From an optimization exercise on the open Yosys and OpenROAD flow, aimed at a short achievable clock period and few clock cycles; shortcuts taken in it are not production practice.
Function was checked by simulation only, so behaviour that the tests miss may differ from the original.
No activity file was given, so power comes from the tool's default toggle rates.

`design/flow/design.v`:
```
module cache #(
    parameter int INDEX_BITS = 5
) (
    input  logic        clk,
    input  logic        rst,
    input  logic        cpu_req,
    input  logic        cpu_we,
    input  logic [31:0] cpu_addr,
    input  logic [31:0] cpu_wdata,
    output logic [31:0] cpu_rdata,
    output logic        cpu_ready,
    output logic        mem_req,
    output logic        mem_we,
    output logic [31:0] mem_addr,
    output logic [31:0] mem_wdata,
    input  logic [31:0] mem_rdata,
    input  logic        mem_ready
);
    localparam int LINES    = 1 << INDEX_BITS;
    localparam int TAG_BITS = 28 - INDEX_BITS;
    logic                  idle_q;       
    logic                  hitdone_q;    
    logic                  rf_q;         
    logic                  rlast_q;      
    logic [1:0]            off_q;        
    logic [LINES-1:0]      valid_q;
    logic [TAG_BITS-1:0]   tag_q  [LINES];
    logic [31:0]           data_q [LINES][4];
    logic [LINES-1:0]      idx_oh_q;     
    logic [31:0]           rdo_q;        
    logic [LINES-1:0]      pend_line_q;  
    logic [3:0]            pend_wo_q;    
    logic [31:0]           pend_data_q;
    logic [TAG_BITS-1:0]   addr_tag;
    logic [INDEX_BITS-1:0] addr_index;
    logic [1:0]            addr_word;
    logic                  unused_addr_bits;
    assign addr_tag         = cpu_addr[31:4+INDEX_BITS];
    assign addr_index       = cpu_addr[3+INDEX_BITS:4];
    assign addr_word        = cpu_addr[3:2];
    assign unused_addr_bits = ^cpu_addr[1:0];
    logic hit, rd_start, xfer, conflict;
    logic [LINES-1:0] line_oh, match;
    logic [3:0]       word_oh;
    always_comb begin
        for (int i = 0; i < LINES; i++) begin
            line_oh[i] = addr_index == INDEX_BITS'(i);
            match[i]   = valid_q[i] && (tag_q[i] == addr_tag);
        end
        for (int w = 0; w < 4; w++) word_oh[w] = addr_word == 2'(w);
    end
    assign hit = |(line_oh & match);
    logic [4*LINES-1:0] sel;
    logic [31:0]        lvl1 [2*LINES];
    logic [31:0]        lvl2 [LINES/2];
    logic [31:0]        lvl3 [LINES/4];
    logic [31:0]        lvl4 [LINES/8];
    logic [31:0]        lvl5 [LINES/16];
    logic [31:0]        arr_word;
    cache_word_dec #(.INDEX_BITS(INDEX_BITS)) u_dec (
        .index(addr_index), .word(addr_word), .sel(sel)
    );
    for (genvar k = 0; k < 2 * LINES; k++) begin : g_l1
        cache_ao22n u_ao (
            .a0(data_q[(2*k)/4][(2*k)%4]), .s0(sel[2*k]),
            .a1(data_q[(2*k+1)/4][(2*k+1)%4]), .s1(sel[2*k+1]),
            .y(lvl1[k])
        );
    end
    for (genvar k = 0; k < LINES / 2; k++) begin : g_l2
        cache_nand4 u_nd (
            .a(lvl1[4*k]), .b(lvl1[4*k+1]), .c(lvl1[4*k+2]), .d(lvl1[4*k+3]), .y(lvl2[k])
        );
    end
    for (genvar k = 0; k < LINES / 4; k++) begin : g_l3
        cache_nor2 u_nr (.a(lvl2[2*k]), .b(lvl2[2*k+1]), .y(lvl3[k]));
    end
    for (genvar k = 0; k < LINES / 8; k++) begin : g_l4
        cache_nand2 u_nd (.a(lvl3[2*k]), .b(lvl3[2*k+1]), .y(lvl4[k]));
    end
    for (genvar k = 0; k < LINES / 16; k++) begin : g_l5
        cache_nor2 u_nr (.a(lvl4[2*k]), .b(lvl4[2*k+1]), .y(lvl5[k]));
    end
    cache_nand2 u_l6 (.a(lvl5[0]), .b(lvl5[1]), .y(arr_word));
    assign conflict = (|(pend_line_q & line_oh)) && (|(pend_wo_q & word_oh));
    assign rd_start = idle_q & cpu_req & ~cpu_we & ~conflict;
    assign mem_req   = rf_q | (cpu_req & cpu_we);
    assign mem_we    = cpu_we;
    assign mem_addr  = {cpu_addr[31:4], addr_word ^ off_q, 2'b00};
    assign mem_wdata = cpu_wdata;
    assign cpu_ready = hitdone_q | (mem_ready & (rlast_q | cpu_we));
    assign cpu_rdata = rdo_q;
    assign xfer = mem_req & mem_ready;
    always_ff @(posedge clk or posedge rst) begin
        if (rst) begin
            idle_q    <= 1'b1;
            hitdone_q <= 1'b0;
            rf_q      <= 1'b0;
            rlast_q   <= 1'b0;
            off_q     <= 2'd0;
            valid_q   <= '0;
            pend_line_q <= '0;
        end else begin
            idle_q    <= (idle_q & ~rd_start) | hitdone_q | (rlast_q & mem_ready);
            hitdone_q <= rd_start & hit;
            rf_q      <= (rd_start & ~hit) | (rf_q & ~(rlast_q & mem_ready));
            if (rf_q && mem_ready) begin
                off_q   <= {off_q[0], ~off_q[1]};
                rlast_q <= off_q == 2'd3;
            end
            pend_line_q <= line_oh & {LINES{xfer & (rf_q | hit)}};
            for (int i = 0; i < LINES; i++)
                if (rf_q && idx_oh_q[i]) valid_q[i] <= rlast_q & mem_ready;
        end
    end
    always_ff @(posedge clk) begin
        idx_oh_q <= LINES'(1) << addr_index;
        rdo_q <= arr_word;
        if (xfer) begin
            for (int w = 0; w < 4; w++) pend_wo_q[w] <= mem_addr[3:2] == 2'(w);
            pend_data_q <= cpu_we ? cpu_wdata : mem_rdata;
        end
        for (int i = 0; i < LINES; i++) begin
            if (rf_q && idx_oh_q[i]) tag_q[i] <= addr_tag;
            for (int w = 0; w < 4; w++)
                if (pend_line_q[i] && pend_wo_q[w])
                    data_q[i][w] <= pend_data_q;
        end
    end
endmodule
module cache_word_dec #(
    parameter int INDEX_BITS = 5
) (
    input  logic [INDEX_BITS-1:0]          index,
    input  logic [1:0]                     word,
    output logic [4*(1<<INDEX_BITS)-1:0]   sel
);
    always_comb
        for (int k = 0; k < 4 * (1 << INDEX_BITS); k++)
            sel[k] = {index, word} == (INDEX_BITS+2)'(k);
endmodule
module cache_ao22n (
    input  logic [31:0] a0,
    input  logic        s0,
    input  logic [31:0] a1,
    input  logic        s1,
    output logic [31:0] y
);
    assign y = ~((a0 & {32{s0}}) | (a1 & {32{s1}}));
endmodule
module cache_nand4 (
    input  logic [31:0] a, b, c, d,
    output logic [31:0] y
);
    assign y = ~(a & b & c & d);
endmodule
module cache_nor2 (
    input  logic [31:0] a, b,
    output logic [31:0] y
);
    assign y = ~(a | b);
endmodule
module cache_nand2 (
    input  logic [31:0] a, b,
    output logic [31:0] y
);
    assign y = ~(a & b);
endmodule
```
`design/flow/config.mk`:
```
export PLATFORM = sky130hd
export DESIGN_NAME = cache
export DESIGN_NICKNAME = cache
export VERILOG_FILES = /design/flow/design.v
export SDC_FILE = /design/flow/constraint.sdc
export NUM_CORES = 4
export LEC_CHECK = 0
export ABC_CLOCK_PERIOD_IN_PS = 3000
export CAP_MARGIN = 20
export CORE_MARGIN = 2
export CORE_UTILIZATION = 50
export SETUP_SLACK_MARGIN = 3.8
export SLEW_MARGIN = 20
export SYNTH_HIERARCHICAL = 1
export SYNTH_MINIMUM_KEEP_SIZE = 0
export TNS_END_PERCENT = 100
```
`design/flow/run.sh`:
```
#!/bin/bash
# synth_recipe.tcl (not shown) runs the flow's synth.tcl, then flattens the netlist and writes it again
# the make line also repeats each setting of config.mk as NAME=value (left out here)
make -C /OpenROAD-flow-scripts/flow DESIGN_CONFIG=/design/flow/config.mk WORK_HOME=/design/flow/orfs CLKGATE_MAP_FILE= SYNTH_SCRIPT=/design/flow/synth_recipe.tcl finish
```
`design/flow/constraint.sdc`:
```
create_clock -name core_clock -period 7.0 [get_ports {clk}]
set_input_delay 1.4000 -clock core_clock [delete_from_list [all_inputs] [get_ports {clk}]]
set_output_delay 1.4000 -clock core_clock [all_outputs]
set_load 0.01 [all_outputs]
```
==> results of run 1 <==
## metrics by stage
stage	area, sq um	util (%)	hold WS (ns)	setup slack [ns]
global placement	193000	52.2	0.462	1.08
floorplan	186000	-	0.442	3.53
finish	213000	57.6	0.501	3.41
detailed placement	193000	52.2	0.477	1.04
global route	213000	57.6	0.512	3.45
CTS	212000	57.3	0.486	3.43
## flip-flops by register name (all words and copies together), names as in the netlist
register and flops:
data_q 4096, hitdone_q 1, idle_q 1, idx_oh_q 32, off_q 2, pend_data_q 32, pend_line_q 32, pend_wo_q 4
rdo_q 32, rf_q 1, rlast_q 1, tag_q 736, valid_q 32
## area by class of cell
class | count | area (sq um) | area share [%]
timing repair inverter | 1 | 8.76 | 0.00412
sequential | 5002 | 149000 | 70.1
inverter | 14 | 72.6 | 0.0341
clock inverter | 287 | 2890 | 1.36
multi-input combinational | 4629 | 33400 | 15.7
antenna | 18 | 45.0 | 0.0212
tap | 4950 | 6190 | 2.91
timing repair buffer | 752 | 8130 | 3.82
clock buffer | 614 | 12800 | 6.02
## worst max path at each step
stage / slack [ns] / cells after the start / to
after floorplan: 3.53 / 11 / pend_line_q[11]
after global placement: 1.08 / 11 / rdo_q[20]
after detailed placement: 1.04 / 11 / rdo_q[20]
after CTS: 3.43 / 5 / mem_addr[3]
after global routing: 3.45 / 5 / mem_addr[3]
final: 3.41 / 11 / rdo_q[28]
## timing repair
item                                    4_1_cts  5_1_grt
endpoints found under the setup margin      164       79
pin swaps                                    19       13
gates cloned                                 58        5
resized for setup                           643       65
setup buffers                               123       29
## Yosys stat by module (local to each module, per instance), a selection
| module | copies in the design | flip-flops and latches |
|---|---|---|
| cache_nand4 | 16 | 0 |
| cache | 1 | 5002 |
| cache_nor2 | 10 | 0 |
| cache_nand2 | 5 | 0 |
| cache_ao22n | 64 | 0 |
## per-layer routing
layer	share of wire (%)	vias to the layer above	routed length, microns
met2	48	5266	263000
met1	38	53700	210000
li1	-	42900	-
met4	5.0	6	27500
met3	9.0	947	49700
met5	0.0084	-	46
## worst register-to-register path, delay by kind of cell, from the launching register on
kind | cells | cell delay [ns]
flip-flops | 1 | 1.12
AND/OR/NAND/NOR | 1 | 1.02
buffers and inverters | 1 | 0.51
## layout by cell type, fill, tap and decap left out, drive strengths merged, types with 6 or more instances in the layout
cell type,count
nor4,134
o22ai,12
clkbuf,615
dfrtp,69
nand2,210
clkinvlp,13
dlygate4sd2,58
and4,24
clkdlybuf4s15,28
nand4bb,6
clkdlybuf4s50,33
dfxtp,64
and2,167
diode,18
nor2,494
bufinv,48
buf,589
nor3,8
mux2,66
inv,21
clkinv,220
nand3,43
xor2,504
or4,6
a22oi,2052
xnor2,234
nand4,584
a21oi,34
edfxtp,4868
bufbuf,43
## report_power, final
part / leakage, nW / internal (mW) / total [mW] / switching (mW)
clock: 7.67 / 14.7 / 25.8 / 11.1
combinational: 14.5 / 0.800 / 3.53 / 2.73
sequential: 45.3 / 34.0 / 34.3 / 0.280
total: 67.5 / 49.5 / 63.6 / 14.1
## kinds of logic (layout without fill, tap and decap cells)
logic type | count (synthesis) | in the layout | share of synthesized area [%]
compound gates | 2111 | 2111 | 8.47
flops | 5002 | 5002 | 80.2
mux | 69 | 69 | 0.422
simple gates | 1691 | 1709 | 4.85
other cells | 1 | 20 | 0.00202
buf+inv | 622 | 1668 | 2.55
xor+xnor | 738 | 738 | 3.48
==> key figures, run 1 <==
Timing
  • Setup violators final: 0
  • RSZ-0062 raised after global routing: true
  • Setup Skew: 0.0632 ns
  • Final min period: 3.59 ns
  • Slew at the pin closest to its max-slew limit: 1.18 ns
  • Final hold violation count: 0
  • Tcrit/Tclk final: 51.3%
  • Relative slew slack: 21.0%
  • Fmax: 279 MHz
  • Setup TNS: 0 ns
  • Final-report max-slew violation count: 0

Global routing
  • Gr busiest metal: met2
  • First-pass GRT wire length: 759000 microns
  • GR met3 Demand/Resource: 5.07%
  • GR Util met2: 46.1%
  • Met1 demand-to-capacity share in global routing: 38.4%
  • Total global-route track usage: 28.6%
  • Vias in the first global route: 98600
  • Initial antenna violation count: 24
  • GRT Residual Overflow: 0
  • Pin count of the biggest net entering global routing: 129

Clocking
  • Worst-path clk slew: 0.06 ns
  • Worst-Skew Late Latency: 1.02 ns
  • TritonCTS buffer count: 479
  • Clock Path Buffers: 4
  • H-tree levels: 5
  • Root Buffer: clkbuf_16
  • TritonCTS Sinks: 5002
  • CTS tree: yes
  • Hold Buf Count CTS: 0

Detailed routing
  • Drt via density: 6.32
  • Initial DRC count: 14200
  • # DRC: 0
  • Post-route ant nets: 0
  • Vias post-DR: 103000
  • Average wire per standard cell: 33.8 microns
  • Detailed Routing Iterations Pass 1: 6
  • Total Wirelength: 550000 microns

Floorplanning
  • Initial Util: 50.3%
  • Die Ht: 614 microns
  • I/O pin total: 200
  • Core area: 370000 sq um
  • Die area: 377000 sq um
  • Placement row count: 223
  • Die Wd: 614 microns

Worst setup path
  • FF-to-FF path depth: 2
  • Delay-heaviest family, CP: simple AND/OR/NAND/NOR gates
  • Critical-path cell list: buf_16, or4b_1, buf_4, nor2_2, buf_12, a22oi_1, nand4_1, nor2_1, nand2_1, nor2_2, nand2_1
  • Flop2flop setup slack: 3.90 ns
  • Arrival @ worst endpoint: 4.46 ns
  • Worst endpoint required time: 7.87 ns
  • CP peak stage delay: 0.48 ns
  • RR Endpoint: data_q[33][28]
  • CP Max Fanout: 32
  • Crit Path Class: primary input to flop
  • Worst R2R Start: pend_wo_q[1]
  • Worst setup EP type: flop
  • Max stage delay cell, worst path: or4b_1
  • Worst path bufs/invs: 3
  • Worst setup startpoint: cpu_addr[4]
  • Setup crit start kind: primary input

Min path
  • Hold Crit Class: flop to flop
  • Worst-case hold path end point: valid_q[1]
  • Hold Path Cell Cnt: 1
  • Hold Path Origin: valid_q[1]

Finish
  • Fill cell count: 27500
  • Share of post-route cells with drive strength above 1: 16.1%
  • Nets: 11000
  • Synthesis-to-layout area growth: 14.4%
  • Non-Filler Instances: 16300

Yosys
  • Mapped Avg Cell Area: 18.2 sq um
  • Synth top cells by count: edfxtp_1 (4868), a22oi_1 (2052), nand4_1 (584)
  • Synth area leader: edfxtp_1
  • Unique masters post-synth: 55
  • Cells after synthesis: 10200
  • Register area share after synthesis: 80.2%
  • Area of the mapped netlist: 186000 sq um
  • YS warnings: 17
  • Post-synth top flop: edfxtp_1
  • Synthesis-stage register bit count: 5002
  • Share of the synthesized area in the top cell type: 78.6%
  • Number of synthesized flops with an enable pin: 4868
  • Most frequent cell after synthesis: edfxtp_1
  • Ys async rst share: 1.40%
  • Ranking of synthesized cells by area: edfxtp_1 (79%), a22oi_1 (8.3%), xor2_1 (2.4%)

Run status
  • Outcome: timing/DRC/antenna clean

Placed design
  • Port Buffers: 195
  • Dpl hpwl: 290000 microns
  • Dpl cells: 15100
  • Final Wtd Congestion: 0.845

Power and ir drop
  • PwrDens: 299 nW/um^2
  • P_leak: 67.5 nW
  • Total Power: 63.6 mW
  • Maximum vdd drop: 0.000230 V

Job
  • Max-cap check violation count: 0
Testbench counts, summed over its fixed seeds: cycles 108,744.
==> inputs of run 2 (changes only) <==
--- a/design/flow/design.v
+++ b/design/flow/design.v
@@ -25,2 +25,4 @@
     logic [1:0]            off_q;        
+    logic                  hitdone_o_q, rf_o_q, rlast_o_q;
+    logic [1:0]            off_o_q;
     logic [LINES-1:0]      valid_q;
@@ -86,9 +88,22 @@
     assign rd_start = idle_q & cpu_req & ~cpu_we & ~conflict;
-    assign mem_req   = rf_q | (cpu_req & cpu_we);
+    assign mem_req   = rf_o_q | (cpu_req & cpu_we);
     assign mem_we    = cpu_we;
-    assign mem_addr  = {cpu_addr[31:4], addr_word ^ off_q, 2'b00};
+    assign mem_addr  = {cpu_addr[31:4], addr_word ^ off_o_q, 2'b00};
     assign mem_wdata = cpu_wdata;
-    assign cpu_ready = hitdone_q | (mem_ready & (rlast_q | cpu_we));
+    assign cpu_ready = hitdone_o_q | (mem_ready & (rlast_o_q | cpu_we));
     assign cpu_rdata = rdo_q;
     assign xfer = mem_req & mem_ready;
+    logic       idle_d, hitdone_d, rf_d, rlast_d;
+    logic [1:0] off_d;
+    assign idle_d    = (idle_q & ~rd_start) | hitdone_q | (rlast_q & mem_ready);
+    assign hitdone_d = rd_start & hit;
+    assign rf_d      = (rd_start & ~hit) | (rf_q & ~(rlast_q & mem_ready));
+    assign off_d     = (rf_q & mem_ready) ? {off_q[0], ~off_q[1]} : off_q;
+    assign rlast_d   = (rf_q & mem_ready) ? (off_q == 2'd3) : rlast_q;
+    always_ff @(posedge clk) begin
+        hitdone_o_q <= ~rst & hitdone_d;
+        rf_o_q      <= ~rst & rf_d;
+        rlast_o_q   <= ~rst & rlast_d;
+        off_o_q     <= rst ? 2'd0 : off_d;
+    end
     always_ff @(posedge clk or posedge rst) begin
@@ -103,9 +118,7 @@
         end else begin
-            idle_q    <= (idle_q & ~rd_start) | hitdone_q | (rlast_q & mem_ready);
-            hitdone_q <= rd_start & hit;
-            rf_q      <= (rd_start & ~hit) | (rf_q & ~(rlast_q & mem_ready));
-            if (rf_q && mem_ready) begin
-                off_q   <= {off_q[0], ~off_q[1]};
-                rlast_q <= off_q == 2'd3;
-            end
+            idle_q    <= idle_d;
+            hitdone_q <= hitdone_d;
+            rf_q      <= rf_d;
+            off_q     <= off_d;
+            rlast_q   <= rlast_d;
             pend_line_q <= line_oh & {LINES{xfer & (rf_q | hit)}};
==> run 2 against run 1 <==
Combinational power hardly changed. Power rose by 0.81%. Critical path depth did not move. Sequential power down 1%. Worst hold slack worse by 0.013 ns. Setup slack better by 0.097 ns. Die area increased by 1.1%. Critical endpoint is now rdo_q[8].
==> key figures, run 2 <==
Timing
  • Relative slew slack: 19.7%
  • Setup TNS: 0 ns
  • Final min period: 3.49 ns
  • Final-report max-slew violation count: 0
  • Tcrit/Tclk final: 49.9%
  • Worst setup margin: 3.51 ns
  • RSZ-0062 raised after global routing: true
  • Setup Skew: 0.0619 ns
  • Slew at the pin closest to its max-slew limit: 1.20 ns
  • Fmax: 286 MHz
  • Setup violators final: 0
  • Final hold violation count: 0

Yosys
  • Adder-cell share of the synthesized area: 0%
  • XOR/XNOR Fraction of Synth Area: 3.44%
  • Largest family of logic cells by synthesized area: compound AO/OA/AOI/OAI gates
  • Mapped Avg Cell Area: 17.8 sq um
  • Post-synth top flop: edfxtp_1
  • Register area share after synthesis: 79.4%
  • Ranking of synthesized cells by area: edfxtp_1 (78%), a22oi_1 (8.3%), xnor2_1 (3.4%)
  • Synth area leader: edfxtp_1
  • Synthesis-stage register bit count: 5007
  • Cells after synthesis: 10500
  • Area of the mapped netlist: 188000 sq um
  • Synth top cells by count: edfxtp_1 (4868), a22oi_1 (2080), nand4_1 (911)
  • Synth Area in Compound Gates: 8.49%
  • Most frequent cell after synthesis: edfxtp_1
  • Ys async rst share: 1.40%
  • Number of synthesized flops with an enable pin: 4868
  • YS warnings: 17
  • Post-synthesis mux area share: 0.413%
  • Unique masters post-synth: 49
  • Share of the synthesized area in the top cell type: 77.7%
  • Synth Area in Simple Gates: 5.61%

Placed design
  • Port Buffers: 195
  • DP Worst Slack: 0.755 ns
  • Dpl hpwl: 313000 microns
  • Final Wtd Congestion: 0.855
  • Placed cell area: 195000 sq um

Finish
  • Cell area after layout: 217000 sq um
  • Most frequent cells in the layout: edfxtp_1 (4868), a22oi_1 (2072), nand4_1 (911), xnor2_1 (736), clkbuf_16 (540)
  • Share of post-route cells with drive strength above 1: 17.1%
  • Max reg flops: 4096
  • Fill cell count: 28000
  • Most common cell after layout, fill and taps aside: edfxtp_1
  • Top flop regs: data_q (4096), tag_q (736)
  • Largest Register: data_q
  • Nets: 11400
  • Synthesis-to-layout area growth: 15.5%

Clocking
  • Clock Path Buffers: 4
  • Hold Buf Count CTS: 0
  • Worst-Skew Late Latency: 1.04 ns
  • TritonCTS buffer count: 519
  • Worst-path clk slew: 0.06 ns
  • H-tree levels: 6
  • CTS tree: yes
  • TritonCTS Sinks: 5007
  • Root Buffer: clkbuf_16

Detailed routing
  • Vias post-DR: 109000
  • # DRC: 0
  • Detailed Routing Iterations Pass 1: 6
  • Average wire per standard cell: 35.9 microns
  • Drt via density: 6.55
  • Post-route ant nets: 0
  • Initial DRC count: 16900
  • Total Wirelength: 601000 microns

Power and ir drop
  • Maximum vdd drop: 0.000269 V
  • P_leak: 67.7 nW
  • PwrDens: 295 nW/um^2

Global routing
  • Total global-route track usage: 30.7%
  • First-pass GRT wire length: 818000 microns
  • Met1 demand-to-capacity share in global routing: 43.1%
  • GR Util met2: 46.7%
  • GRT Residual Overflow: 0
  • GR met3 Demand/Resource: 6.06%
  • Pin count of the biggest net entering global routing: 129
  • Gr busiest metal: met2
  • Initial antenna violation count: 41
  • Vias in the first global route: 104000

Min path
  • Hold Crit Class: flop to flop

Run status
  • Outcome: timing/DRC/antenna clean

Worst setup path
  • Setup crit start kind: primary input
  • Crit Path Class: primary input to flop
  • CP Max Fanout: 31
  • Arrival @ worst endpoint: 4.39 ns
  • Worst setup EP type: flop
  • Worst endpoint required time: 7.90 ns

Floorplanning
  • Die Wd: 617 microns
  • Placement row count: 225
  • Die area: 381000 sq um
  • I/O pin total: 200
  • Die Ht: 617 microns
  • Core area: 375000 sq um
  • Initial Util: 50.2%

Job
  • Max-cap check violation count: 0
[run 2: changes by cell type in the layout (fill, tap and decap cells not counted), moves of 33 or more]
cell	before	now
xor2_1	504	0
nor2_4	86	153
nand4_1	584	911
nor4_1	133	49
nor3_1	8	62
nor2_1	292	216
clkbuf_1	111	144
xnor2_1	232	736
clkbuf_16	486	540
[run 2: per-module statistics from Yosys, one instance, submodules excluded, excerpt]
module / flops+latches / copies in the design / cell area (sq um) / cells inside
cache: 5007 / 1 / 164000 / 6940
cache_nand4: 0 / 16 / 200 / 32
cache_ao22n: 0 / 64 / 289 / 38
cache_nand2: 0 / 5 / 120 / 32
cache_nor2: 0 / 10 / 120 / 32
[run 2: cells by family after synthesis]
group	count (synthesis)
flip-flops	5007
buffers and inverters	655
multiplexers	68
AO/OA/AOI/OAI	2125
XOR/XNOR	738
other	1
AND/OR/NAND/NOR	1952
[run 2: power by group]
| part | internal [mW] | switching, mW | total [mW] | leakage, nW |
|---|---|---|---|---|
| logic | 0.880 | 2.66 | 3.54 | 14.5 |
| registers | 33.6 | 0.228 | 33.9 | 45.3 |
| clock network | 15.3 | 11.4 | 26.7 | 7.95 |
[run 2: metrics by stage]
| stage | utilization, % | power (mW) | hold WS (ns) | std cells |
|---|---|---|---|---|
| after floorplan | - | 35.8 | 0.427 | 10500 |
| after global placement | 52.0 | 37.4 | 0.444 | 15400 |
| after detailed placement | 52.0 | 37.5 | 0.470 | 15400 |
| after CTS | 57.5 | 64.1 | 0.484 | 16600 |
| after global routing | 57.9 | 65.5 | 0.511 | 16700 |
| final | 58.0 | 64.1 | 0.488 | 16700 |
[run 2: worst max-delay path, stage by stage]
cell and delay [ns]:
buf_6 0.16, or3_1 0.29, clkbuf_16 0.40, nor2_4 0.21, buf_4 0.24, a22oi_1 0.21
nand4_1 0.14, nor2_1 0.43, nand2_1 0.29, nor2_2 0.44, nand2_1 0.12
[run 2: layout make-up]
type | instances | area (sq um) | share of cell area (%)
Clock inverter | 232 | 2060 | 0.949
Inverter | 38 | 153 | 0.0702
Clock buffer | 698 | 14200 | 6.53
Sequential cell | 5007 | 149000 | 68.7
Timing Repair Buffer | 804 | 9340 | 4.30
Antenna cell | 27 | 67.6 | 0.0311
Tap cell | 4994 | 6250 | 2.87
Multi-Input combinational cell | 4919 | 35900 | 16.5
[run 2: timing repair]
| action | CTS | global route |
|---|---|---|
| gates resized for setup | 777 | 203 |
| cloned | 78 | 13 |
| setup buffers | 148 | 72 |
| endpoints found under the setup margin | 166 | 92 |
| pin swaps | 26 | 69 |
[run 2: path summary, 6_finish.rpt]
path	from	to	slack [ns]	depth (start not counted)
worst max-delay path	cpu_addr[6]	rdo_q[8]	3.51	11
min in group asynchronous	rst	rf_q	0.92	2
worst min register to register	hitdone_q	idle_q	0.49	2
worst max register to register	pend_wo_q[0]	data_q[4][22]	3.89	2
worst min-delay path	hitdone_q	idle_q	0.49	2
max in group asynchronous	rst	valid_q[16]	4.74	3
[run 2: layer usage]
layer | wire length [microns] | part of all wire [%]
met1 | 230000 | 38
met2 | 274000 | 46
met3 | 67100 | 11
met4 | 29900 | 5.0
met5 | 66 | 0.011
Testbench counts of run 2, summed over its fixed seeds: cycles 108,744.
==> inputs of run 3 (changes only) <==
--- a/design/flow/design.v
+++ b/design/flow/design.v
@@ -132,3 +132,3 @@
         if (xfer) begin
-            for (int w = 0; w < 4; w++) pend_wo_q[w] <= mem_addr[3:2] == 2'(w);
+            for (int w = 0; w < 4; w++) pend_wo_q[w] <= (addr_word ^ off_q) == 2'(w);
             pend_data_q <= cpu_we ? cpu_wdata : mem_rdata;
==> design/flow/flow/run.sh (new file) <==
#!/bin/bash
# Own layout flow: the standard ORFS flow (standard.sh, unchanged synthesis,
# floorplan, power grid, placement, CTS and routing), with one addition: the
# control ports and the word-select address bits are pinned side by side
# (flow/io.tcl), so the short input-to-output paths between them stay short.
set -uo pipefail
if bash standard.sh IO_CONSTRAINTS="$PWD/flow/io.tcl" finish > flow_pinned.log 2>&1; then
  exit 0
fi
# place_pins can fail to fit a pin group; then lay out without the pin groups.
rm -rf orfs
rm -f out/final.def
bash standard.sh finish > flow_plain.log 2>&1
==> design/flow/flow/io.tcl (new file) <==
# Pin groups: ports joined by a short input-to-output path sit side by side.
set_io_pin_constraint -group -order -pin_names {cpu_req mem_req cpu_we mem_we mem_ready cpu_ready}
set_io_pin_constraint -group -order -pin_names {cpu_addr[2] mem_addr[2]}
set_io_pin_constraint -group -order -pin_names {cpu_addr[3] mem_addr[3]}
==> design/flow/standard.sh (new file) <==
#!/bin/bash
# synth_recipe.tcl (not shown) runs the flow's synth.tcl, then flattens the netlist and writes it again
# the make line also repeats each setting of config.mk as NAME=value (left out here)
make -C /OpenROAD-flow-scripts/flow DESIGN_CONFIG=/design/flow/config.mk WORK_HOME=/design/flow/orfs CLKGATE_MAP_FILE= SYNTH_SCRIPT=/design/flow/synth_recipe.tcl "${@:-finish}"
removed: design/flow/run.sh
==> run 3 against run 2 <==
Global-route usage fell by 1.4 points. Synthesized area decreased by 0.21%. Synthesized cell count barely moved. Non-clock buffer count down 34. Largest power group unchanged. Sequential power about the same. Still clean on timing, DRC and antenna. Die area shrank 0.21%. Clock skew down 0.015 ns. Core utilization down 0.14 points. Critical path depth decreased by 7. Worst hold slack got worse by 0.0059 ns. Sequential share of layout area rose by 0.22 points. Register-to-register slack improved by 0.10 ns.
==> key figures, run 3 <==
Run status
  • Outcome: timing/DRC/antenna clean

Yosys
  • Register area share after synthesis: 79.5%
  • YS warnings: 17
  • Largest family of logic cells by synthesized area: compound AO/OA/AOI/OAI gates
  • Synthesis-stage register bit count: 5007
  • Share of the synthesized area in the top cell type: 77.9%
  • Synth Area in Simple Gates: 5.63%
  • Adder-cell share of the synthesized area: 0%
  • Most frequent cell after synthesis: edfxtp_1
  • Cells after synthesis: 10500
  • Mapped Avg Cell Area: 17.8 sq um
  • Number of synthesized flops with an enable pin: 4868
  • Synth area leader: edfxtp_1
  • Ranking of synthesized cells by area: edfxtp_1 (78%), a22oi_1 (8.3%), xnor2_1 (3.4%)
  • Area of the mapped netlist: 188000 sq um
  • Ys async rst share: 1.40%
  • Unique masters post-synth: 61
  • XOR/XNOR Fraction of Synth Area: 3.46%
  • Post-synth top flop: edfxtp_1
  • Synth Area in Compound Gates: 8.50%
  • Synth top cells by count: edfxtp_1 (4868), a22oi_1 (2072), nand4_1 (903)
  • Post-synthesis mux area share: 0.413%

Worst setup path
  • Arrival @ worst endpoint: 1.97 ns
  • CP Max Fanout: 5
  • Worst setup EP type: primary output
  • RR Endpoint: hitdone_o_q
  • Worst R2R Start: pend_line_q[19]
  • FF-to-FF path depth: 7
  • Crit Path Class: primary input to primary output
  • Setup crit start kind: primary input
  • Flop2flop setup slack: 3.99 ns
  • Worst endpoint required time: 5.60 ns

Finish
  • Max reg flops: 4096
  • Share of post-route cells with drive strength above 1: 16.3%
  • Synthesis-to-layout area growth: 15.4%
  • Most frequent cells in the layout: edfxtp_1 (4868), a22oi_1 (2066), nand4_1 (903), xnor2_1 (738), clkbuf_16 (536)
  • Cell area after layout: 217000 sq um
  • Most common cell after layout, fill and taps aside: edfxtp_1
  • Largest Register: data_q
  • Top flop regs: data_q (4096), tag_q (736)
  • Nets: 11300

Floorplanning
  • Placement row count: 225
  • Core area: 375000 sq um
  • Initial Util: 50.1%
  • Die Ht: 617 microns
  • I/O pin total: 200
  • Die Wd: 617 microns
  • Die area: 380000 sq um

Timing
  • Setup TNS: 0 ns
  • Final hold violation count: 0
  • Tcrit/Tclk final: 48.2%
  • Slew at the pin closest to its max-slew limit: 1.28 ns
  • Final-report max-slew violation count: 0
  • Hold Slack: 0.482 ns
  • Relative slew slack: 14.8%
  • Setup violators final: 0
  • Final min period: 3.37 ns
  • Fmax: 297 MHz
  • Worst setup margin: 3.63 ns
  • Setup Skew: 0.0471 ns
  • RSZ-0062 raised after global routing: true

Power and ir drop
  • PwrDens: 295 nW/um^2
  • Cell-internal power: 49.8 mW
  • P_sw: 14.2 mW
  • P_leak: 67.3 nW
  • Flop pwr share: 53.1%
  • Maximum vdd drop: 0.000266 V
  • Switching share of power: 22.2%
  • Combinational share of power: 5.3%
  • Clock power frac: 41.6%

Clocking
  • TritonCTS buffer count: 518
  • CTS tree: yes
  • Hold Buf Count CTS: 0
  • Worst-path clk slew: 0.06 ns
  • Clock Path Buffers: 4
  • TritonCTS Sinks: 5007
  • Root Buffer: clkbuf_16
  • H-tree levels: 6
  • Worst-Skew Late Latency: 1.05 ns

Detailed routing
  • Post-route ant nets: 0
  • Vias post-DR: 107000
  • Detailed Routing Iterations Pass 1: 6
  • Total Wirelength: 570000 microns
  • Average wire per standard cell: 34.2 microns
  • Initial DRC count: 15700
  • # DRC: 0
  • Drt via density: 6.43

Global routing
  • Initial antenna violation count: 41
  • Vias in the first global route: 103000
  • GRT Residual Overflow: 0
  • Total global-route track usage: 29.3%
  • First-pass GRT wire length: 789000 microns
  • Pin count of the biggest net entering global routing: 129

Min path
  • Hold Path Cell Cnt: 2
  • Hold Crit Class: flop to flop
  • Hold Path Origin: hitdone_q
  • Worst-case hold path end point: idle_q

Placed design
  • Dpl hpwl: 304000 microns
  • Final Wtd Congestion: 0.840
  • DP Worst Slack: 0.982 ns
  • Port Buffers: 195
  • Placed cell area: 195000 sq um

Job
  • Max-cap check violation count: 0
[run 3: metrics by stage]
step | total power, mW | util, % | instances
finish | 64.0 | 57.8 | 16700
global route | 65.5 | 57.8 | 16600
CTS | 64.1 | 57.5 | 16600
detailed placement | 37.6 | 52.0 | 15500
global placement | 37.5 | 52.0 | 15500
floorplan | 35.9 | - | 10600
[run 3: repair_timing]
item / 4_1_cts / 5_1_grt
gates cloned: 59 / 2
pin swaps: 52 / 56
endpoints found under the setup margin: 166 / 81
gates resized for setup: 820 / 125
endpoints found under the hold margin: 0 / 0
buffers inserted: 112 / 50
[run 3: power by group through the flow]
stage | Clock (mW) | Sequential (mW) | Combinational, mW
5_1_grt | 28.0 | 34.0 | 3.48
4_1_cts | 26.8 | 34.0 | 3.29
6_report | 26.6 | 34.0 | 3.39
2_1_floorplan | 0 | 34.9 | 0.997
3_3_place_gp | 0 | 34.6 | 2.91
3_5_place_dp | 0 | 34.6 | 2.99
[run 3: routing by layer]
metal  vias to the layer above  GRT usage [%]  routed length [microns]
met5                         -              0                       59
met4                        10           12.7                    28800
met3                      1084           4.83                    56200
met2                      6212           46.7                   268000
met1                     55400           40.1                   217000
li1                      44600              -                        -
[run 3: logic make-up after synthesis]
logic type,Yosys count
flops,5007
xor+xnor,742
compound gates,2125
simple gates,1948
other cells,1
mux,68
buf+inv,658
[run 3: worst max path at each step]
stage / startpoint / endpoint / slack (ns) / cells past startpoint
CTS: cpu_addr[8] / mem_addr[8] / 3.55 / 4
floorplan: cpu_addr[6] / hitdone_o_q / 3.67 / 9
finish: cpu_addr[3] / mem_addr[3] / 3.63 / 4
detailed placement: cpu_addr[8] / rdo_q[8] / 0.98 / 11
global route: cpu_addr[3] / mem_addr[3] / 3.63 / 4
global placement: cpu_addr[7] / rdo_q[2] / 0.91 / 12
[run 3: modules after synthesis (local to each module, per instance), a selection]
module	times used	area, sq um	flip-flops and latches	cells
cache	1	163000	5007	6943
cache_ao22n	64	289	0	38
cache_nand4	16	200	0	32
cache_nand2	5	120	0	32
cache_nor2	10	120	0	32
[run 3: critical path, cell delays in order]
cell    delay [ns]
buf_16        0.11
buf_12        0.14
xor2_4        0.18
buf_6         0.13
[run 3: final cells by class]
type | count | area (sq um)
sequential | 5007 | 149000
multi-input combinational | 4901 | 35500
fill | 27900 | 158000
inverter | 41 | 161
clock inverter | 226 | 2080
clock buffer | 696 | 14200
antenna | 32 | 80.1
timing repair buffer | 770 | 8990
tap | 4994 | 6250
Testbench counts of run 3, summed over its fixed seeds: cycles 108,744.
==> inputs of run 4 (changes only) <==
--- a/design/flow/design.v
+++ b/design/flow/design.v
@@ -150,5 +150,29 @@
 );
+    localparam int HI = INDEX_BITS - 2;
+    logic [(1<<HI)-1:0] hi_n;
+    logic [15:0]        lo_n;
+    cache_predec_n #(.BITS(HI)) u_hi (.a(index[INDEX_BITS-1:2]), .y_n(hi_n));
+    cache_predec_n #(.BITS(4))  u_lo (.a({index[1:0], word}), .y_n(lo_n));
+    cache_sel_nor  #(.HI(HI))   u_sel (.hi_n(hi_n), .lo_n(lo_n), .sel(sel));
+endmodule
+module cache_predec_n #(
+    parameter int BITS = 3
+) (
+    input  logic [BITS-1:0]       a,
+    output logic [(1<<BITS)-1:0]  y_n
+);
     always_comb
-        for (int k = 0; k < 4 * (1 << INDEX_BITS); k++)
-            sel[k] = {index, word} == (INDEX_BITS+2)'(k);
+        for (int k = 0; k < (1 << BITS); k++)
+            y_n[k] = a != BITS'(k);
+endmodule
+module cache_sel_nor #(
+    parameter int HI = 3
+) (
+    input  logic [(1<<HI)-1:0]     hi_n,
+    input  logic [15:0]            lo_n,
+    output logic [16*(1<<HI)-1:0]  sel
+);
+    always_comb
+        for (int k = 0; k < 16 * (1 << HI); k++)
+            sel[k] = ~(hi_n[k / 16] | lo_n[k % 16]);
 endmodule
--- a/design/flow/config.mk
+++ b/design/flow/config.mk
@@ -11,3 +11,3 @@
 export CORE_UTILIZATION = 50
-export SETUP_SLACK_MARGIN = 3.8
+export SETUP_SLACK_MARGIN = 4.3
 export SLEW_MARGIN = 20
==> run 4 against run 3 <==
Critical path depth is the same. Critical endpoint unchanged. Routed wire length increased by 6.3%. Highest routed layer unchanged. Register-to-register slack better by 0.20 ns. Synthesized cell count is essentially flat. Largest power group unchanged. Flip-flop and latch count did not move. Die area about the same. Via count up 2.9%. Final cell count is 2.2% higher. Core utilization increased by 2.6 points.
==> key figures, run 4 <==
Global routing
  • Vias in the first global route: 106000
  • Pin count of the biggest net entering global routing: 129
  • GR met3 Demand/Resource: 5.68%
  • Total global-route track usage: 30.8%
  • Gr busiest metal: met2
  • Met1 demand-to-capacity share in global routing: 41.6%
  • GRT Residual Overflow: 0
  • First-pass GRT wire length: 821000 microns
  • Initial antenna violation count: 42
  • GR Util met2: 48.4%

Placed design
  • Dpl hpwl: 316000 microns
  • DP Worst Slack: 1.14 ns
  • Final Wtd Congestion: 0.860
  • Port Buffers: 195

Floorplanning
  • Die Ht: 617 microns
  • Placement row count: 225
  • Core area: 375000 sq um
  • Die area: 381000 sq um
  • Die Wd: 617 microns
  • I/O pin total: 200
  • Initial Util: 50.1%

Finish
  • Top flop regs: data_q (4096), tag_q (736)
  • Fin util: 60.4%
  • Nets: 11700
  • Most frequent cells in the layout: edfxtp_1 (4868), a22oi_1 (1784), nand4_1 (903), xnor2_1 (703), clkbuf_16 (553)
  • Synthesis-to-layout area growth: 20.6%
  • Most common cell after layout, fill and taps aside: edfxtp_1
  • Largest Register: data_q
  • Max reg flops: 4096
  • Share of post-route cells with drive strength above 1: 25.0%

Worst setup path
  • Setup crit start kind: primary input
  • CP Max Fanout: 2
  • Arrival @ worst endpoint: 1.95 ns
  • Worst endpoint required time: 5.60 ns
  • Crit Path Class: primary input to primary output
  • Worst setup EP type: primary output

Clocking
  • Worst-path clk slew: 0.06 ns
  • TritonCTS buffer count: 520
  • TritonCTS Sinks: 5007
  • Worst-Skew Late Latency: 1.05 ns
  • H-tree levels: 6
  • Root Buffer: clkbuf_16
  • Clock Path Buffers: 4
  • CTS tree: yes

Timing
  • Final min period: 3.35 ns
  • Setup Skew: 0.0530 ns
  • Fmax: 298 MHz
  • Worst setup margin: 3.65 ns
  • Relative slew slack: 8.70%
  • RSZ-0062 raised after global routing: true
  • Final-report max-slew violation count: 0
  • Slew at the pin closest to its max-slew limit: 1.36 ns
  • Tcrit/Tclk final: 47.9%
  • Final hold violation count: 0
  • Setup violators final: 0
  • Setup TNS: 0 ns

Power and ir drop
  • Switching share of power: 22.5%
  • P_sw: 14.5 mW
  • PwrDens: 284 nW/um^2
  • Maximum vdd drop: 0.000219 V
  • Clock power frac: 41.2%
  • Combinational share of power: 6.0%
  • Flop pwr share: 52.8%
  • Cell-internal power: 49.8 mW
  • P_leak: 71.2 nW
  • Total Power: 64.3 mW

Detailed routing
  • Detailed Routing Iterations Pass 1: 6
  • Vias post-DR: 110000
  • Post-route ant nets: 0
  • Total Wirelength: 606000 microns
  • Average wire per standard cell: 35.6 microns
  • Initial DRC count: 16100
  • # DRC: 0
  • Drt via density: 6.48

Yosys
  • Synth top cells by count: edfxtp_1 (4868), a22oi_1 (2072), nand4_1 (903)
  • YS warnings: 19
  • Synthesis-stage register bit count: 5007
  • Synth area leader: edfxtp_1
  • Ranking of synthesized cells by area: edfxtp_1 (78%), a22oi_1 (8.3%), xnor2_1 (3.4%)
  • Mapped Avg Cell Area: 17.8 sq um
  • Unique masters post-synth: 62
  • Number of synthesized flops with an enable pin: 4868
  • Cells after synthesis: 10600
  • Register area share after synthesis: 79.5%
  • Ys async rst share: 1.40%
  • Most frequent cell after synthesis: edfxtp_1
  • Area of the mapped netlist: 188000 sq um
  • Share of the synthesized area in the top cell type: 77.8%
  • Post-synth top flop: edfxtp_1

Job
  • Max-cap check violation count: 0

Run status
  • Outcome: timing/DRC/antenna clean

Min path
  • Hold Crit Class: flop to flop
run 4: cells by family (layout without fill, tap and decap cells):
| group | count (synthesis) | in the layout | synth area share [%] |
|---|---|---|---|
| xor gates and xnor gates | 742 | 742 | 3.46 |
| buffers and inverters | 664 | 2115 | 2.51 |
| other | 1 | 18 | 0.00200 |
| DFF | 5007 | 5007 | 79.5 |
| muxes | 68 | 68 | 0.413 |
| and+or+nand+nor | 1948 | 1963 | 5.61 |
| AOI/OAI and AO/OA | 2125 | 2125 | 8.50 |
run 4: what timing repair did:
action,CTS,global route
gates cloned,78,25
endpoints found under the setup margin,211,184
gates resized for setup,1757,486
hold buffers,0,0
buffers inserted,377,95
pin swaps,257,338
run 4: critical path, stage by stage:
cell    delay (ns)
buf_16        0.11
buf_8         0.12
xor2_4        0.19
buf_6         0.13
run 4: path summary, 6_finish.rpt:
kind,startpoint,end,slack [ns],cells past startpoint
worst max-delay path,cpu_addr[3],mem_addr[3],3.65,4
worst min-delay path,idle_q,idle_q,0.49,2
worst max register to register,tag_q[10][19],pend_line_q[21],4.19,11
worst min register to register,idle_q,idle_q,0.49,2
max in group asynchronous,rst,pend_line_q[25],4.71,3
min in group asynchronous,rst,valid_q[16],0.99,2
run 4: layout make-up:
cell class / instances / area (sq um)
Antenna cell: 16 / 40.0
Clock buffer: 693 / 14100
Clock inverter: 233 / 2020
Fill cell: 26800 / 148000
Timing Repair Buffer: 1147 / 14800
Inverter: 41 / 164
Sequential cell: 5007 / 149000
Multi-Input combinational cell: 4900 / 39600
Tap cell: 4994 / 6250
Timing Repair inverter: 1 / 7.51
run 4: power by group through the flow:
stage                     logic, mW  registers [mW]  clock network (mW)
after floorplan                1.05            34.9                   0
after global placement         2.99            34.5                   0
after detailed placement       3.07            34.5                   0
after CTS                      3.61            33.9                26.6
after global routing           3.95            33.9                27.8
final                          3.87            33.9                26.5
run 4: stage by stage:
stage	hold slack [ns]	cell area, sq um	instances
after floorplan	0.427	190000	10600
after global placement	0.450	197000	15500
after detailed placement	0.453	197000	15500
after CTS	0.475	223000	16900
after global routing	0.504	226000	17000
final	0.491	226000	17000
run 4: modules after synthesis, one instance, submodules excluded, a selection:
module	copies in the design	flops+latches	cells inside
cache	1	5007	6943
cache_ao22n	64	0	38
cache_nand4	16	0	32
cache_nand2	5	0	32
cache_nor2	10	0	32
run 4: per-layer routing:
layer  vias to the layer above  wire [microns]  share of wire [%]
met1                     57100          225000                 37
met3                      1209           63200                 10
met5                         -             100              0.016
met2                      6684          283000                 47
li1                      45300               -                  -
met4                        16           35300                5.8
Testbench counts of run 4, summed over its fixed seeds: cycles 108,744.
==> inputs of run 5 (changes only) <==
--- a/design/flow/config.mk
+++ b/design/flow/config.mk
@@ -11,3 +11,3 @@
 export CORE_UTILIZATION = 50
-export SETUP_SLACK_MARGIN = 4.3
+export SETUP_SLACK_MARGIN = 4.8
 export SLEW_MARGIN = 20
==> run 5 against run 4 <==
The layout now fails its checks (max-slew violations). Power grew 0.61%. Register-to-register slack is essentially flat. Via count grew 0.86%. Global-route usage grew 0.73 points. Flip-flop and latch count is the same. Setup slack lost 0.078 ns. Largest power group unchanged. Fmax shrank 2.3%. Sequential power is essentially flat. Critical path depth is the same. Critical endpoint is now cpu_ready. Die area is the same. Core utilization grew 0.31 points.
==> key figures, run 5 <==
Clocking
  • CTS tree: yes
  • H-tree levels: 6
  • Root Buffer: clkbuf_16
  • TritonCTS buffer count: 524
  • Worst-path clk slew: 0.06 ns
  • Hold Buf Count CTS: 0
  • Worst-Skew Late Latency: 1.04 ns
  • Clock Path Buffers: 4
  • TritonCTS Sinks: 5007

Floorplanning
  • Die area: 381000 sq um
  • Die Ht: 617 microns
  • I/O pin total: 200
  • Initial Util: 50.1%
  • Placement row count: 225
  • Die Wd: 617 microns
  • Core area: 375000 sq um

Yosys
  • Mapped Avg Cell Area: 17.8 sq um
  • Number of synthesized flops with an enable pin: 4868
  • Most frequent cell after synthesis: edfxtp_1
  • Cells after synthesis: 10600
  • Register area share after synthesis: 79.5%
  • Share of the synthesized area in the top cell type: 77.8%
  • Ranking of synthesized cells by area: edfxtp_1 (78%), a22oi_1 (8.3%), xnor2_1 (3.4%)
  • XOR/XNOR Fraction of Synth Area: 3.46%
  • Synth Area in Simple Gates: 5.61%
  • Post-synth top flop: edfxtp_1
  • Ys async rst share: 1.40%
  • Synthesis-stage register bit count: 5007
  • Largest family of logic cells by synthesized area: compound AO/OA/AOI/OAI gates
  • Synth Area in Compound Gates: 8.50%
  • Post-synthesis mux area share: 0.413%
  • Unique masters post-synth: 62
  • Synth area leader: edfxtp_1
  • Synth top cells by count: edfxtp_1 (4868), a22oi_1 (2072), nand4_1 (903)
  • Area of the mapped netlist: 188000 sq um
  • YS warnings: 19
  • Adder-cell share of the synthesized area: 0%

Finish
  • Share of post-route cells with drive strength above 1: 25.5%
  • Multi-input gate area: 39500 sq um
  • Synthesis-to-layout area growth: 21.2%
  • Fin util: 60.7%
  • Top flop regs: data_q (4096), tag_q (736)
  • Max reg flops: 4096
  • Fill cell count: 26700
  • Most common cell after layout, fill and taps aside: edfxtp_1
  • Nets: 11900
  • Most frequent cells in the layout: edfxtp_1 (4868), a22oi_1 (1756), nand4_1 (903), xnor2_1 (729), buf_4 (558)
  • Largest Register: data_q
  • Sequential cell area: 149000 sq um

Timing
  • Worst setup margin: 3.57 ns
  • RSZ-0062 raised after global routing: true
  • Relative slew slack: -2.73%
  • Setup TNS: 0 ns
  • Final-report max-slew violation count: 24
  • Tcrit/Tclk final: 49.0%
  • Setup violators final: 0
  • Slew at the pin closest to its max-slew limit: 1.54 ns
  • Setup Skew: 0.0535 ns
  • Final min period: 3.43 ns
  • Final hold violation count: 0
  • Fmax: 291 MHz

Worst setup path
  • Worst R2R Start: pend_line_q[17]
  • CP Max Fanout: 4
  • Delay-heaviest family, CP: buffers and inverters
  • FF-to-FF path depth: 8
  • Crit Path Class: primary input to primary output
  • Worst endpoint required time: 5.60 ns
  • Critical-path cell list: buf_2, o21ai_4, nand2b_4, buf_6
  • Worst path bufs/invs: 2
  • CP peak stage delay: 0.27 ns
  • Arrival @ worst endpoint: 2.03 ns
  • Max stage delay cell, worst path: buf_2
  • Crit path depth: 4
  • Worst setup EP type: primary output
  • Setup crit start kind: primary input
  • Worst setup startpoint: mem_ready

Global routing
  • Vias in the first global route: 107000
  • First-pass GRT wire length: 838000 microns
  • Total global-route track usage: 31.5%
  • Initial antenna violation count: 22
  • Pin count of the biggest net entering global routing: 129
  • GRT Residual Overflow: 0

Power and ir drop
  • Switching share of power: 22.7%
  • PwrDens: 284 nW/um^2
  • Clock power frac: 41.4%
  • Combinational share of power: 6.1%
  • P_leak: 72.0 nW
  • Cell-internal power: 50.0 mW
  • Flop pwr share: 52.5%
  • Maximum vdd drop: 0.000370 V
  • P_sw: 14.7 mW

Placed design
  • Dpl hpwl: 319000 microns
  • Final Wtd Congestion: 0.869
  • DP Worst Slack: 0.635 ns
  • Port Buffers: 195

Detailed routing
  • Total Wirelength: 615000 microns
  • Initial DRC count: 16300
  • Detailed Routing Iterations Pass 1: 8
  • Post-route ant nets: 0
  • Average wire per standard cell: 35.8 microns
  • Drt via density: 6.48
  • # DRC: 0
  • Vias post-DR: 111000

Run status
  • Violated checks: max-slew violations
  • Outcome: complete, but fails checks

Min path
  • Hold Path Origin: hitdone_q
  • Hold Crit Class: flop to flop
  • Hold Path Cell Cnt: 2

Job
  • Max-cap check violation count: 0
==> run 5: layout make-up <==
| class | count | area share, % |
|---|---|---|
| Sequential cell | 5007 | 65.7 |
| Multi-Input combinational cell | 4910 | 17.4 |
| Timing Repair Buffer | 1277 | 6.95 |
| Clock buffer | 689 | 6.25 |
| Tap cell | 4994 | 2.75 |
| Clock inverter | 242 | 0.947 |
| Inverter | 41 | 0.0731 |
| Antenna cell | 9 | 0.00990 |
| Timing Repair inverter | 2 | 0.00550 |
==> run 5: worst paths after layout <==
path / slack (ns) / to
setup / recovery: 3.57 / cpu_ready
hold / removal: 0.46 / idle_q
setup reg to reg: 4.19 / rf_o_q
hold reg to reg: 0.46 / idle_q
max in group asynchronous: 5.00 / idle_q
min in group asynchronous: 1.04 / rlast_q
==> run 5: kinds of logic after synthesis <==
logic type / after synthesis
DFF: 5007
buffers and inverters: 664
and+or+nand+nor: 1948
AOI/OAI and AO/OA: 2125
other: 1
muxes: 68
xor gates and xnor gates: 742
==> run 5: worst reg2reg max path, stage by stage, from the launching register on <==
cell and delay [ns]:
dfrtp_1 0.61, mux2_1 0.42, nand3_1 0.11, nand4_1 0.10, or4_1 0.53, or4_4 0.44, a211oi_4 0.22, buf_6 0.16
a41o_1 0.17
==> run 5: through the flow <==
step,total power [mW],hold WS (ns),std cells,instance area [sq um]
after floorplan,35.9,0.427,10600,190000
after global placement,37.6,0.435,15500,197000
after detailed placement,37.7,0.461,15500,197000
after CTS,64.6,0.478,17100,225000
after global routing,66.1,0.472,17200,228000
final,64.7,0.461,17200,228000
==> run 5: metal layers <==
metal  GRT usage (%)  vias up  wire (microns)
met3            6.85     1341           67100
met4            15.8       10           36800
met2            49.3     6816          285000
li1                -    45600               -
met5               0        -              59
met1            42.0    57600          226000
==> run 5: power by group through the flow <==
stage               clock network (mW)  registers, mW  logic, mW
finish                            26.8           33.9       3.98
detailed placement                   0           34.6       3.08
CTS                               26.9           33.9       3.79
global route                      28.1           33.9       4.05
floorplan                            0           34.9       1.06
global placement                     0           34.6       3.00
==> run 5: modules after synthesis (local to each module, per instance), excerpt <==
module | times used | cells
cache | 1 | 6943
cache_ao22n | 64 | 38
cache_nand2 | 5 | 32
cache_nand4 | 16 | 32
cache_nor2 | 10 | 32
==> run 5: what timing repair did <==
item / in CTS / in global routing
pin swaps: 366 / 294
setup buffers: 512 / 89
gates resized for setup: 2002 / 362
hold endpoints to repair: 0 / 0
setup endpoints to repair: 5568 / 1010
gates cloned: 93 / 8
==> inputs of run 6 (changes only) <==
--- a/design/flow/design.v
+++ b/design/flow/design.v
@@ -26,3 +26,4 @@
     logic                  hitdone_o_q, rf_o_q, rlast_o_q;
-    logic [1:0]            off_o_q;
+    logic                  norf_o_q;     
+    logic [1:0]            beat_o_q;     
     logic [LINES-1:0]      valid_q;
@@ -90,3 +91,3 @@
     assign mem_we    = cpu_we;
-    assign mem_addr  = {cpu_addr[31:4], addr_word ^ off_o_q, 2'b00};
+    assign mem_addr  = {cpu_addr[31:4], (addr_word & {2{norf_o_q}}) | beat_o_q, 2'b00};
     assign mem_wdata = cpu_wdata;
@@ -106,3 +107,4 @@
         rlast_o_q   <= ~rst & rlast_d;
-        off_o_q     <= rst ? 2'd0 : off_d;
+        norf_o_q    <= rst | ~rf_d;
+        beat_o_q    <= (rst | ~rf_d) ? 2'd0 : addr_word ^ off_d;
     end
--- a/design/flow/config.mk
+++ b/design/flow/config.mk
@@ -11,3 +11,3 @@
 export CORE_UTILIZATION = 50
-export SETUP_SLACK_MARGIN = 4.8
+export SETUP_SLACK_MARGIN = 4.3
 export SLEW_MARGIN = 20
==> run 6 against run 5 <==
The run now finishes clean. Clock-buffer cell count fell by 19. Critical endpoint unchanged. Setup slack worse by 0.083 ns. Largest cell class unchanged. Sequential power fell by 3%. Fmax decreased by 2.4%.
==> key figures, run 6 <==
Detailed routing
  • Average wire per standard cell: 35.0 microns
  • Post-route ant nets: 0
  • Detailed Routing Iterations Pass 1: 6
  • Drt via density: 6.44
  • # DRC: 0
  • Initial DRC count: 15700
  • Vias post-DR: 111000
  • Total Wirelength: 603000 microns

Global routing
  • Vias in the first global route: 105000
  • GRT Residual Overflow: 0
  • Pin count of the biggest net entering global routing: 129
  • Initial antenna violation count: 27
  • Total global-route track usage: 30.8%
  • First-pass GRT wire length: 822000 microns

Finish
  • Most frequent cells in the layout: edfxtp_1 (4868), a22oi_1 (1777), nand4_1 (910), xnor2_1 (703), buf_4 (601)
  • Non-Filler Instances: 17200
  • Most common cell after layout, fill and taps aside: edfxtp_1
  • Largest Register: data_q
  • Max reg flops: 4096
  • Nets: 11900
  • Top flop regs: data_q (4096), tag_q (736)
  • Cell area after layout: 228000 sq um
  • Share of post-route cells with drive strength above 1: 26.0%
  • Synthesis-to-layout area growth: 21.1%

Worst setup path
  • Worst setup EP type: primary output
  • RR Endpoint: norf_o_q
  • Max stage delay cell, worst path: buf_2
  • FF-to-FF path depth: 7
  • Worst setup startpoint: mem_ready
  • Crit path capture: cpu_ready
  • CP Max Fanout: 4
  • Crit Path Class: primary input to primary output
  • Critical-path cell list: buf_2, o21ai_2, nand2b_1, buf_2
  • CP peak stage delay: 0.23 ns
  • Cell mode on critical path: buf_2
  • Worst endpoint required time: 5.60 ns
  • Setup crit start kind: primary input
  • Flop2flop setup slack: 4.49 ns
  • Worst R2R Start: pend_line_q[11]
  • Arrival @ worst endpoint: 2.12 ns

Placed design
  • DP Worst Slack: 0.823 ns
  • Dpl hpwl: 310000 microns
  • Placed cell area: 196000 sq um
  • Port Buffers: 195
  • Dpl cells: 15500
  • Final Wtd Congestion: 0.831

Yosys
  • Ys async rst share: 1.40%
  • YS warnings: 19
  • Number of synthesized flops with an enable pin: 4868
  • Cells after synthesis: 10600
  • Share of the synthesized area in the top cell type: 77.8%
  • Unique masters post-synth: 58
  • Synthesis-stage register bit count: 5008
  • Synth area leader: edfxtp_1
  • Register area share after synthesis: 79.4%
  • Mapped Avg Cell Area: 17.8 sq um
  • Area of the mapped netlist: 188000 sq um
  • Post-synth top flop: edfxtp_1
  • Most frequent cell after synthesis: edfxtp_1
  • Synth top cells by count: edfxtp_1 (4868), a22oi_1 (2080), nand4_1 (910)
  • Ranking of synthesized cells by area: edfxtp_1 (78%), a22oi_1 (8.3%), xnor2_1 (3.4%)

Floorplanning
  • Die Ht: 617 microns
  • Die Wd: 617 microns
  • Initial Util: 50.1%
  • I/O pin total: 200
  • Die area: 381000 sq um
  • Placement row count: 225
  • Core area: 375000 sq um

Clocking
  • TritonCTS Sinks: 5008
  • H-tree levels: 6
  • TritonCTS buffer count: 522
  • Hold Buf Count CTS: 0
  • Worst-path clk slew: 0.06 ns
  • Root Buffer: clkbuf_16
  • Worst-Skew Late Latency: 1.05 ns
  • CTS tree: yes
  • Clock Path Buffers: 4

Run status
  • Outcome: timing/DRC/antenna clean

Timing
  • Relative slew slack: 17.5%
  • Fmax: 284 MHz
  • Final-report max-slew violation count: 0
  • Worst setup margin: 3.48 ns
  • Final hold violation count: 0
  • Slew at the pin closest to its max-slew limit: 1.24 ns
  • Final min period: 3.52 ns
  • Setup TNS: 0 ns
  • Setup Skew: 0.0476 ns
  • RSZ-0062 raised after global routing: true
  • Setup violators final: 0
  • Tcrit/Tclk final: 50.2%

Power and ir drop
  • P_leak: 71.8 nW
  • PwrDens: 274 nW/um^2
  • Maximum vdd drop: 0.000260 V

Min path
  • Hold Crit Class: flop to flop

Job
  • Max-cap check violation count: 0
-- run 6: cell families (layout without fill, tap and decap cells) --
kind of cell	Yosys count	after routing	synth area share (%)
other cells	1	29	0.00199
buf+inv	665	2219	2.59
xor+xnor	742	742	3.46
compound gates	2130	2130	8.51
simple gates	1955	2003	5.59
flops	5008	5008	79.4
mux	70	70	0.424
-- run 6: through the flow --
stage	hold slack [ns]	power [mW]	util (%)
global route	0.466	63.8	60.7
floorplan	0.414	34.3	-
detailed placement	0.427	35.2	52.3
finish	0.435	62.5	60.7
global placement	0.430	35.2	52.3
CTS	0.441	62.5	59.9
-- run 6: worst min-delay path by stage --
stage / endpoint / cells after the start / start / slack, ns
after floorplan: idle_q / 1 / hitdone_q / 0.41
after global placement: idle_q / 1 / hitdone_q / 0.43
after detailed placement: idle_q / 1 / hitdone_q / 0.43
after CTS: idle_q / 1 / hitdone_q / 0.44
after global routing: idle_q / 1 / hitdone_q / 0.47
final: idle_q / 1 / hitdone_q / 0.44
-- run 6: worst max-delay path: cells and delay by family --
kind / cells / cell delay [ns]
buf+inv: 2 / 0.42
compound gates: 1 / 0.08
simple gates: 1 / 0.21
-- run 6: power by group --
group          internal, mW  switching, mW
Clock                  15.7           11.5
Sequential             32.8         0.0849
Combinational         0.866           1.59
-- run 6: layout make-up --
cell class,count,area (sq um)
clock buffer,670,14100
multi-input combinational,4947,39900
clock inverter,256,2510
inverter,36,153
timing repair inverter,1,7.51
fill,26800,147000
sequential,5008,149000
tap,4994,6250
timing repair buffer,1256,15400
antenna,27,67.6
-- run 6: modules after synthesis (local to each module, per instance), excerpt --
module	cells inside	area [sq um]	flip-flops and latches	times used
cache	6959	164000	5008	1
cache_nand4	32	200	0	16
cache_nand2	32	120	0	5
cache_nor2	32	120	0	10
cache_ao22n	38	289	0	64
-- run 6: layer usage --
metal | up-vias | share of wire [%] | global-route usage [%]
met5 | - | 0.0078 | 0
met4 | 6 | 5.4 | 14.6
met3 | 1114 | 10 | 5.44
met2 | 6523 | 47 | 48.1
met1 | 57400 | 38 | 42.3
li1 | 45700 | - | -
-- run 6: repair_timing --
action,4_1_cts,5_1_grt
setup buffers,540,113
setup endpoints to repair,236,211
pin swaps,241,335
gates resized for setup,1793,384
gates cloned,96,12
Testbench counts of run 6, summed over its fixed seeds: cycles 108,744.

-- re-timing with driven ports --
The results above use ideal ports. As a check the final layouts listed here were re-extracted and re-timed, cells and wires unchanged.
Step 1 sets driving cells, clkbuf_16 on the clock port and buf_2 on the other inputs (assumed; they add their load-dependent delay and slew).
Step 2 also shifts input and output timing later by t, the mid clock arrival at the registers, as if the neighbouring blocks saw the same clock.
Three values: ideal ports, drivers, drivers and shift; two values: the first two.
run	t, ns	setup slack, ns	slew at the worst register clock pin (ns)
run 1	1.105	3.411 / 3.306 / 2.261	0.07 / 0.07
run 2	1.127	3.508 / 3.431 / 2.440	0.07 / 0.07
run 3	1.150	3.628 / 3.559 / 2.409	0.06 / 0.06
run 4	1.135	3.646 / 3.484 / 2.540	0.07 / 0.07
run 5	1.136	3.568 / 3.421 / 2.531	0.07 / 0.07
run 6	1.150	3.485 / 3.443 / 2.556	0.06 / 0.06
The setup slack of run 3, which loses most, moves by -0.069 ns with the drivers and by -1.219 ns with both steps.
